What follows belongs to an exercise in optimizing a design on an open flow for small area; a production flow would make more cautious choices.
In this exercise RTL edits were held to simulation tests only and were not proved equivalent to the original.

==> module rgb_conv3x3_engine, before the edit <==
module rgb_conv3x3_engine
#(
  parameter int DATA_WIDTH   = rgb_conv_pkg::DATA_WIDTH,
  parameter int WEIGHT_WIDTH = rgb_conv_pkg::WEIGHT_WIDTH,
  parameter int ACC_WIDTH    = rgb_conv_pkg::ACC_WIDTH,
  parameter int IMAGE_SIZE   = 224
) (
  input  logic                         clk,
  input  logic                         rst,
  input  logic                         col_valid,
  input  logic [3*DATA_WIDTH-1:0]      col_r,
  input  logic [3*DATA_WIDTH-1:0]      col_g,
  input  logic [3*DATA_WIDTH-1:0]      col_b,
  input  logic                         wt_we,
  input  logic [4:0]                   wt_addr,
  input  logic [ACC_WIDTH-1:0]         wt_data,
  output logic signed [ACC_WIDTH-1:0]  conv_out,
  output logic                         conv_valid,
  output logic [7:0]                   out_row,
  output logic [7:0]                   out_col,
  output logic                         frame_done
);
  localparam logic [7:0] LAST_COL = 8'(IMAGE_SIZE - 1);
  localparam logic [7:0] LAST_OUT = 8'(IMAGE_SIZE - 3);
  logic [3*DATA_WIDTH-1:0] col0_r_q, col0_g_q, col0_b_q;
  logic [3*DATA_WIDTH-1:0] col1_r_q, col1_g_q, col1_b_q;
  logic [7:0] in_col_q;
  logic       eligible;
  logic [WEIGHT_WIDTH-1:0] wt_q [rgb_conv_pkg::NUM_TAPS];
  logic [ACC_WIDTH-1:0]    bias_n_q;      
  logic [rgb_conv_pkg::NUM_TAPS*DATA_WIDTH-1:0]   pix;
  logic [rgb_conv_pkg::NUM_TAPS*WEIGHT_WIDTH-1:0] wv;
  logic [rgb_conv_pkg::CS_WIDTH-1:0] mac_cs, cs_q;
  logic [ACC_WIDTH-1:0] mac_sum;
  logic [ACC_WIDTH-1:0] res_q [1:3];
  logic [3:0]           vld_q;
  logic [7:0]           out_row_q, out_col_q;
  assign eligible = col_valid && (in_col_q >= 8'd2);
  always_comb begin
    for (int ch = 0; ch < 3; ch++) begin
      for (int ky = 0; ky < 3; ky++) begin
        for (int kx = 0; kx < 3; kx++) begin
          wv[rgb_conv_pkg::tap_idx(ch, ky, kx)*WEIGHT_WIDTH +: WEIGHT_WIDTH] =
            wt_q[rgb_conv_pkg::tap_idx(ch, ky, kx)];
        end
      end
    end
    for (int ky = 0; ky < 3; ky++) begin
      pix[rgb_conv_pkg::tap_idx(0, ky, 0)*DATA_WIDTH +: DATA_WIDTH] = col0_r_q[ky*DATA_WIDTH +: DATA_WIDTH];
      pix[rgb_conv_pkg::tap_idx(0, ky, 1)*DATA_WIDTH +: DATA_WIDTH] = col1_r_q[ky*DATA_WIDTH +: DATA_WIDTH];
      pix[rgb_conv_pkg::tap_idx(0, ky, 2)*DATA_WIDTH +: DATA_WIDTH] = col_r[ky*DATA_WIDTH +: DATA_WIDTH];
      pix[rgb_conv_pkg::tap_idx(1, ky, 0)*DATA_WIDTH +: DATA_WIDTH] = col0_g_q[ky*DATA_WIDTH +: DATA_WIDTH];
      pix[rgb_conv_pkg::tap_idx(1, ky, 1)*DATA_WIDTH +: DATA_WIDTH] = col1_g_q[ky*DATA_WIDTH +: DATA_WIDTH];
      pix[rgb_conv_pkg::tap_idx(1, ky, 2)*DATA_WIDTH +: DATA_WIDTH] = col_g[ky*DATA_WIDTH +: DATA_WIDTH];
      pix[rgb_conv_pkg::tap_idx(2, ky, 0)*DATA_WIDTH +: DATA_WIDTH] = col0_b_q[ky*DATA_WIDTH +: DATA_WIDTH];
      pix[rgb_conv_pkg::tap_idx(2, ky, 1)*DATA_WIDTH +: DATA_WIDTH] = col1_b_q[ky*DATA_WIDTH +: DATA_WIDTH];
      pix[rgb_conv_pkg::tap_idx(2, ky, 2)*DATA_WIDTH +: DATA_WIDTH] = col_b[ky*DATA_WIDTH +: DATA_WIDTH];
    end
  end
  conv3x3_channel_mac u_mac (.pix_i(pix), .wt_i(wv), .bias_n_i(bias_n_q), .cs_o(mac_cs));
  conv3x3_final_add u_add (.cs_i(cs_q), .sum_o(mac_sum));
  always_ff @(posedge clk) begin
    if (col_valid) begin
      col0_r_q <= col1_r_q;
      col0_g_q <= col1_g_q;
      col0_b_q <= col1_b_q;
      col1_r_q <= col_r;
      col1_g_q <= col_g;
      col1_b_q <= col_b;
    end
  end
  logic [ACC_WIDTH-1:0] wdat;
  logic [rgb_conv_pkg::NUM_TAPS:0] wen;
  assign wdat = wt_data & {ACC_WIDTH{~rst}};
  always_comb begin
    for (int t = 0; t <= rgb_conv_pkg::NUM_TAPS; t++) wen[t] = rst || (wt_we && wt_addr == 5'(t));
  end
  always_ff @(posedge clk) begin
    for (int t = 0; t < rgb_conv_pkg::NUM_TAPS; t++) begin
      if (wen[t]) wt_q[t] <= wdat[WEIGHT_WIDTH-1:0];
    end
    if (wen[rgb_conv_pkg::BIAS_ADDR]) bias_n_q <= ~wdat;
  end
  always_ff @(posedge clk) begin
    if (rst) begin
      in_col_q <= '0;
    end else if (col_valid) begin
      in_col_q <= (in_col_q == LAST_COL) ? 8'd0 : in_col_q + 8'd1;
    end
  end
  always_ff @(posedge clk) begin
    cs_q     <= mac_cs;
    res_q[1] <= mac_sum;
    res_q[2] <= res_q[1];
    res_q[3] <= res_q[2];
  end
  always_ff @(posedge clk) begin
    if (rst) vld_q <= '0;
    else     vld_q <= {vld_q[2:0], eligible};
  end
  always_ff @(posedge clk) begin
    if (rst) begin
      out_row_q <= LAST_OUT;
      out_col_q <= LAST_OUT;
    end else if (vld_q[2]) begin
      if (out_col_q == LAST_OUT) begin
        out_col_q <= '0;
        out_row_q <= (out_row_q == LAST_OUT) ? 8'd0 : out_row_q + 8'd1;
      end else begin
        out_col_q <= out_col_q + 8'd1;
      end
    end
  end
  assign conv_out   = res_q[3];
  assign conv_valid = vld_q[3];
  assign out_row    = out_row_q;
  assign out_col    = out_col_q;
  assign frame_done = vld_q[3] && (out_row_q == LAST_OUT) && (out_col_q == LAST_OUT);
endmodule
export LEC_CHECK = 0
export CAP_MARGIN = 20
export CORE_MARGIN = 2
export CORE_UTILIZATION = 80
export PLACE_DENSITY = 0.88
export SLEW_MARGIN = 20
export SYNTH_HIERARCHICAL = 1
export SYNTH_MINIMUM_KEEP_SIZE = 0
create_clock -name core_clock -period 10.0 [get_ports {clk}]
standard.sh (not shown) runs the stock make flow with config.mk's settings and CLKGATE_MAP_FILE= SYNTH_SCRIPT=/design/flow/synth_recipe.tcl, a recipe that flattens the netlist after the stock synthesis.
==> flow/flow/run.sh <==
#!/bin/bash
set -euo pipefail
export BUFFER_PORTS_ARGS="-buffer_cell sky130_fd_sc_hd__buf_1"
export CTS_ARGS="-sink_clustering_enable -repair_clock_nets -dont_use_dummy_load -buf_list sky130_fd_sc_hd__clkbuf_8 -sink_clustering_size 14 -sink_clustering_max_diameter 80"
bash standard.sh > flow_make.log 2>&1
Next try:
--- a/flow/design.v
+++ b/flow/design.v
@@ -3797,9 +3797,9 @@
   logic [rgb_conv_pkg::NUM_TAPS*DATA_WIDTH-1:0]   pix;
   logic [rgb_conv_pkg::NUM_TAPS*WEIGHT_WIDTH-1:0] wv;
   logic [rgb_conv_pkg::CS_WIDTH-1:0] mac_cs, cs_q;
   logic [ACC_WIDTH-1:0] mac_sum;
-  logic [ACC_WIDTH-1:0] res_q [1:3];
+  logic [ACC_WIDTH-1:0] res1_q, res2_q, res3_q;
   logic [3:0]           vld_q;
   logic [7:0]           out_row_q, out_col_q;
   assign eligible = col_valid && (in_col_q >= 8'd2);
   always_comb begin
@@ -3855,11 +3855,11 @@
     end
   end
   always_ff @(posedge clk) begin
     cs_q     <= mac_cs;
-    res_q[1] <= mac_sum;
-    res_q[2] <= res_q[1];
-    res_q[3] <= res_q[2];
+    res1_q   <= mac_sum;
+    res2_q   <= res1_q;
+    res3_q   <= res2_q;
   end
   always_ff @(posedge clk) begin
     if (rst) vld_q <= '0;
     else     vld_q <= {vld_q[2:0], eligible};
@@ -3876,9 +3876,9 @@
         out_col_q <= out_col_q + 8'd1;
       end
     end
   end
-  assign conv_out   = res_q[3];
+  assign conv_out   = res3_q;
   assign conv_valid = vld_q[3];
   assign out_row    = out_row_q;
   assign out_col    = out_col_q;
   assign frame_done = vld_q[3] && (out_row_q == LAST_OUT) && (out_col_q == LAST_OUT);
Outcome: Wire length does not change; die area stays the same; global-route usage stays the same; design area is unchanged; worst setup slack does not change; via count stays the same; area after synthesis does not change; clock skew does not change; fmax stays the same; sequential share of layout area is unchanged.

exp/sierra:
RTL: one of the versions met above, not the one the previous note started from.
Size: roughly 4,500 cells after synthesis, ~150 I/O pins.
==> module rgb_conv3x3_engine, before the edit <==
module rgb_conv3x3_engine
#(
  parameter int DATA_WIDTH   = rgb_conv_pkg::DATA_WIDTH,
  parameter int WEIGHT_WIDTH = rgb_conv_pkg::WEIGHT_WIDTH,
  parameter int ACC_WIDTH    = rgb_conv_pkg::ACC_WIDTH,
  parameter int IMAGE_SIZE   = 224
) (
  input  logic                         clk,
  input  logic                         rst,
  input  logic                         col_valid,
  input  logic [3*DATA_WIDTH-1:0]      col_r,
  input  logic [3*DATA_WIDTH-1:0]      col_g,
  input  logic [3*DATA_WIDTH-1:0]      col_b,
  input  logic                         wt_we,
  input  logic [4:0]                   wt_addr,
  input  logic [ACC_WIDTH-1:0]         wt_data,
  output logic signed [ACC_WIDTH-1:0]  conv_out,
  output logic                         conv_valid,
  output logic [7:0]                   out_row,
  output logic [7:0]                   out_col,
  output logic                         frame_done
);
  localparam logic [7:0] LAST_COL = 8'(IMAGE_SIZE - 1);
  localparam logic [7:0] LAST_OUT = 8'(IMAGE_SIZE - 3);
  logic [3*DATA_WIDTH-1:0] col0_r_q, col0_g_q, col0_b_q;
  logic [3*DATA_WIDTH-1:0] col1_r_q, col1_g_q, col1_b_q;
  logic [7:0] in_col_q;
  logic       eligible;
  logic [WEIGHT_WIDTH-1:0] wt_q [rgb_conv_pkg::NUM_TAPS];
  logic [ACC_WIDTH-1:0]    bias_n_q;      
  logic [rgb_conv_pkg::NUM_TAPS*DATA_WIDTH-1:0]   pix;
  logic [rgb_conv_pkg::NUM_TAPS*WEIGHT_WIDTH-1:0] wv;
  logic [rgb_conv_pkg::CS_WIDTH-1:0] mac_cs, cs_q;
  logic [ACC_WIDTH-1:0] mac_sum;
  logic [ACC_WIDTH-1:0] res1_q, res2_q, res3_q;
  logic [3:0]           vld_q;
  logic [7:0]           out_row_q, out_col_q;
  assign eligible = col_valid && (in_col_q >= 8'd2);
  always_comb begin
    for (int ch = 0; ch < 3; ch++) begin
      for (int ky = 0; ky < 3; ky++) begin
        for (int kx = 0; kx < 3; kx++) begin
          wv[rgb_conv_pkg::tap_idx(ch, ky, kx)*WEIGHT_WIDTH +: WEIGHT_WIDTH] =
            wt_q[rgb_conv_pkg::tap_idx(ch, ky, kx)];
        end
      end
    end
    for (int ky = 0; ky < 3; ky++) begin
      pix[rgb_conv_pkg::tap_idx(0, ky, 0)*DATA_WIDTH +: DATA_WIDTH] = col0_r_q[ky*DATA_WIDTH +: DATA_WIDTH];
      pix[rgb_conv_pkg::tap_idx(0, ky, 1)*DATA_WIDTH +: DATA_WIDTH] = col1_r_q[ky*DATA_WIDTH +: DATA_WIDTH];
      pix[rgb_conv_pkg::tap_idx(0, ky, 2)*DATA_WIDTH +: DATA_WIDTH] = col_r[ky*DATA_WIDTH +: DATA_WIDTH];
      pix[rgb_conv_pkg::tap_idx(1, ky, 0)*DATA_WIDTH +: DATA_WIDTH] = col0_g_q[ky*DATA_WIDTH +: DATA_WIDTH];
      pix[rgb_conv_pkg::tap_idx(1, ky, 1)*DATA_WIDTH +: DATA_WIDTH] = col1_g_q[ky*DATA_WIDTH +: DATA_WIDTH];
      pix[rgb_conv_pkg::tap_idx(1, ky, 2)*DATA_WIDTH +: DATA_WIDTH] = col_g[ky*DATA_WIDTH +: DATA_WIDTH];
      pix[rgb_conv_pkg::tap_idx(2, ky, 0)*DATA_WIDTH +: DATA_WIDTH] = col0_b_q[ky*DATA_WIDTH +: DATA_WIDTH];
      pix[rgb_conv_pkg::tap_idx(2, ky, 1)*DATA_WIDTH +: DATA_WIDTH] = col1_b_q[ky*DATA_WIDTH +: DATA_WIDTH];
      pix[rgb_conv_pkg::tap_idx(2, ky, 2)*DATA_WIDTH +: DATA_WIDTH] = col_b[ky*DATA_WIDTH +: DATA_WIDTH];
    end
  end
  conv3x3_channel_mac u_mac (.pix_i(pix), .wt_i(wv), .bias_n_i(bias_n_q), .cs_o(mac_cs));
  conv3x3_final_add u_add (.cs_i(cs_q), .sum_o(mac_sum));
  always_ff @(posedge clk) begin
    if (col_valid) begin
      col0_r_q <= col1_r_q;
      col0_g_q <= col1_g_q;
      col0_b_q <= col1_b_q;
      col1_r_q <= col_r;
      col1_g_q <= col_g;
      col1_b_q <= col_b;
    end
  end
  logic [ACC_WIDTH-1:0] wdat;
  logic [rgb_conv_pkg::NUM_TAPS:0] wen;
  assign wdat = wt_data & {ACC_WIDTH{~rst}};
  always_comb begin
    for (int t = 0; t <= rgb_conv_pkg::NUM_TAPS; t++) wen[t] = rst || (wt_we && wt_addr == 5'(t));
  end
  always_ff @(posedge clk) begin
    for (int t = 0; t < rgb_conv_pkg::NUM_TAPS; t++) begin
      if (wen[t]) wt_q[t] <= wdat[WEIGHT_WIDTH-1:0];
    end
    if (wen[rgb_conv_pkg::BIAS_ADDR]) bias_n_q <= ~wdat;
  end
  always_ff @(posedge clk) begin
    if (rst) begin
      in_col_q <= '0;
    end else if (col_valid) begin
      in_col_q <= (in_col_q == LAST_COL) ? 8'd0 : in_col_q + 8'd1;
    end
  end
  always_ff @(posedge clk) begin
    cs_q     <= mac_cs;
    res1_q   <= mac_sum;
    res2_q   <= res1_q;
    res3_q   <= res2_q;
  end
  always_ff @(posedge clk) begin
    if (rst) vld_q <= '0;
    else     vld_q <= {vld_q[2:0], eligible};
  end
  always_ff @(posedge clk) begin
    if (rst) begin
      out_row_q <= LAST_OUT;
      out_col_q <= LAST_OUT;
    end else if (vld_q[2]) begin
      if (out_col_q == LAST_OUT) begin
        out_col_q <= '0;
        out_row_q <= (out_row_q == LAST_OUT) ? 8'd0 : out_row_q + 8'd1;
      end else begin
        out_col_q <= out_col_q + 8'd1;
      end
    end
  end
  assign conv_out   = res3_q;
  assign conv_valid = vld_q[3];
  assign out_row    = out_row_q;
  assign out_col    = out_col_q;
  assign frame_done = vld_q[3] && (out_row_q == LAST_OUT) && (out_col_q == LAST_OUT);
endmodule
Settings: LEC_CHECK=0, CAP_MARGIN=20, CORE_MARGIN=2, CORE_UTILIZATION=70, PLACE_DENSITY=0.8, SLEW_MARGIN=20, SYNTH_HIERARCHICAL=1, SYNTH_MINIMUM_KEEP_SIZE=0; clock period 10.0 ns.
==> flow/flow/run.sh <==
#!/bin/bash
set -euo pipefail
export BUFFER_PORTS_ARGS="-buffer_cell sky130_fd_sc_hd__buf_1"
export CTS_ARGS="-sink_clustering_enable -repair_clock_nets -dont_use_dummy_load -buf_list sky130_fd_sc_hd__clkbuf_8 -sink_clustering_size 12 -sink_clustering_max_diameter 70"
bash standard.sh > flow_make.log 2>&1
Setup changes, exp/sierra to exp/xenon
diff --git a/flow/design.v b/flow/design.v
--- a/flow/design.v
+++ b/flow/design.v
@@ -3798,7 +3798,7 @@
   logic [rgb_conv_pkg::NUM_TAPS*WEIGHT_WIDTH-1:0] wv;
   logic [rgb_conv_pkg::CS_WIDTH-1:0] mac_cs, cs_q;
   logic [ACC_WIDTH-1:0] mac_sum;
-  logic [ACC_WIDTH-1:0] res1_q, res2_q, res3_q;
+  logic [ACC_WIDTH-1:0] res_q [1:3];
   logic [3:0]           vld_q;
   logic [7:0]           out_row_q, out_col_q;
   assign eligible = col_valid && (in_col_q >= 8'd2);
@@ -3856,9 +3856,9 @@
   end
   always_ff @(posedge clk) begin
     cs_q     <= mac_cs;
-    res1_q   <= mac_sum;
-    res2_q   <= res1_q;
-    res3_q   <= res2_q;
+    res_q[1] <= mac_sum;
+    res_q[2] <= res_q[1];
+    res_q[3] <= res_q[2];
   end
   always_ff @(posedge clk) begin
     if (rst) vld_q <= '0;
@@ -3877,7 +3877,7 @@
       end
     end
   end
-  assign conv_out   = res3_q;
+  assign conv_out   = res_q[3];
   assign conv_valid = vld_q[3];
   assign out_row    = out_row_q;
   assign out_col    = out_col_q;
--- outcome ---
exp/xenon reached the final stage; the timing, DRC and antenna checks on its layout passed. Worst-case headroom to the max-slew limit came out exactly the same in exp/sierra and exp/xenon. exp/sierra -> exp/xenon: worst setup slack delta 0, exact match. exp/sierra → exp/xenon: count of filler cells inserted in the layout roughly the same; share of synthesized cell area in full adder, half adder and majority cells roughly the same. As far as post-synthesis share of cell area spent on and, or, nand and nor gates goes, exp/sierra and exp/xenon are indistinguishable; the numbers are identical. Diff exp/sierra -> exp/xenon: final critical delay including setup and external delays about even, final core utilization barely changed.

## static timing again, ports no longer ideal
Ports are ideal in the flow. The routed layouts listed here were re-timed in OpenROAD.
Step 1 assumes that a clkbuf_16 drives the clock port and a buf_2 every other input.
Step 2, shift: input delay + t, output delay - t, t = (earliest + latest rising clock arrival at the registers) / 2. This alone moves slack from input paths to output paths.
a / b / c = no drivers / after step 1 / after step 2; a / b = the first two.
run	t (ns)	setup slack, ns	worst register clock-pin slew, ns	cell pins on the clock port's net
the first run of note 1	0.781	1.080 / 1.080 / 0.990	0.12 / 0.12	1
the second run of note 1	0.781	1.080 / 1.080 / 0.990	0.12 / 0.12	1
exp/sierra	0.853	1.359 / 1.359 / 1.009	0.10 / 0.10	1
exp/xenon	0.853	1.359 / 1.359 / 1.009	0.10 / 0.10	1
After both steps every run listed still meets setup and hold.
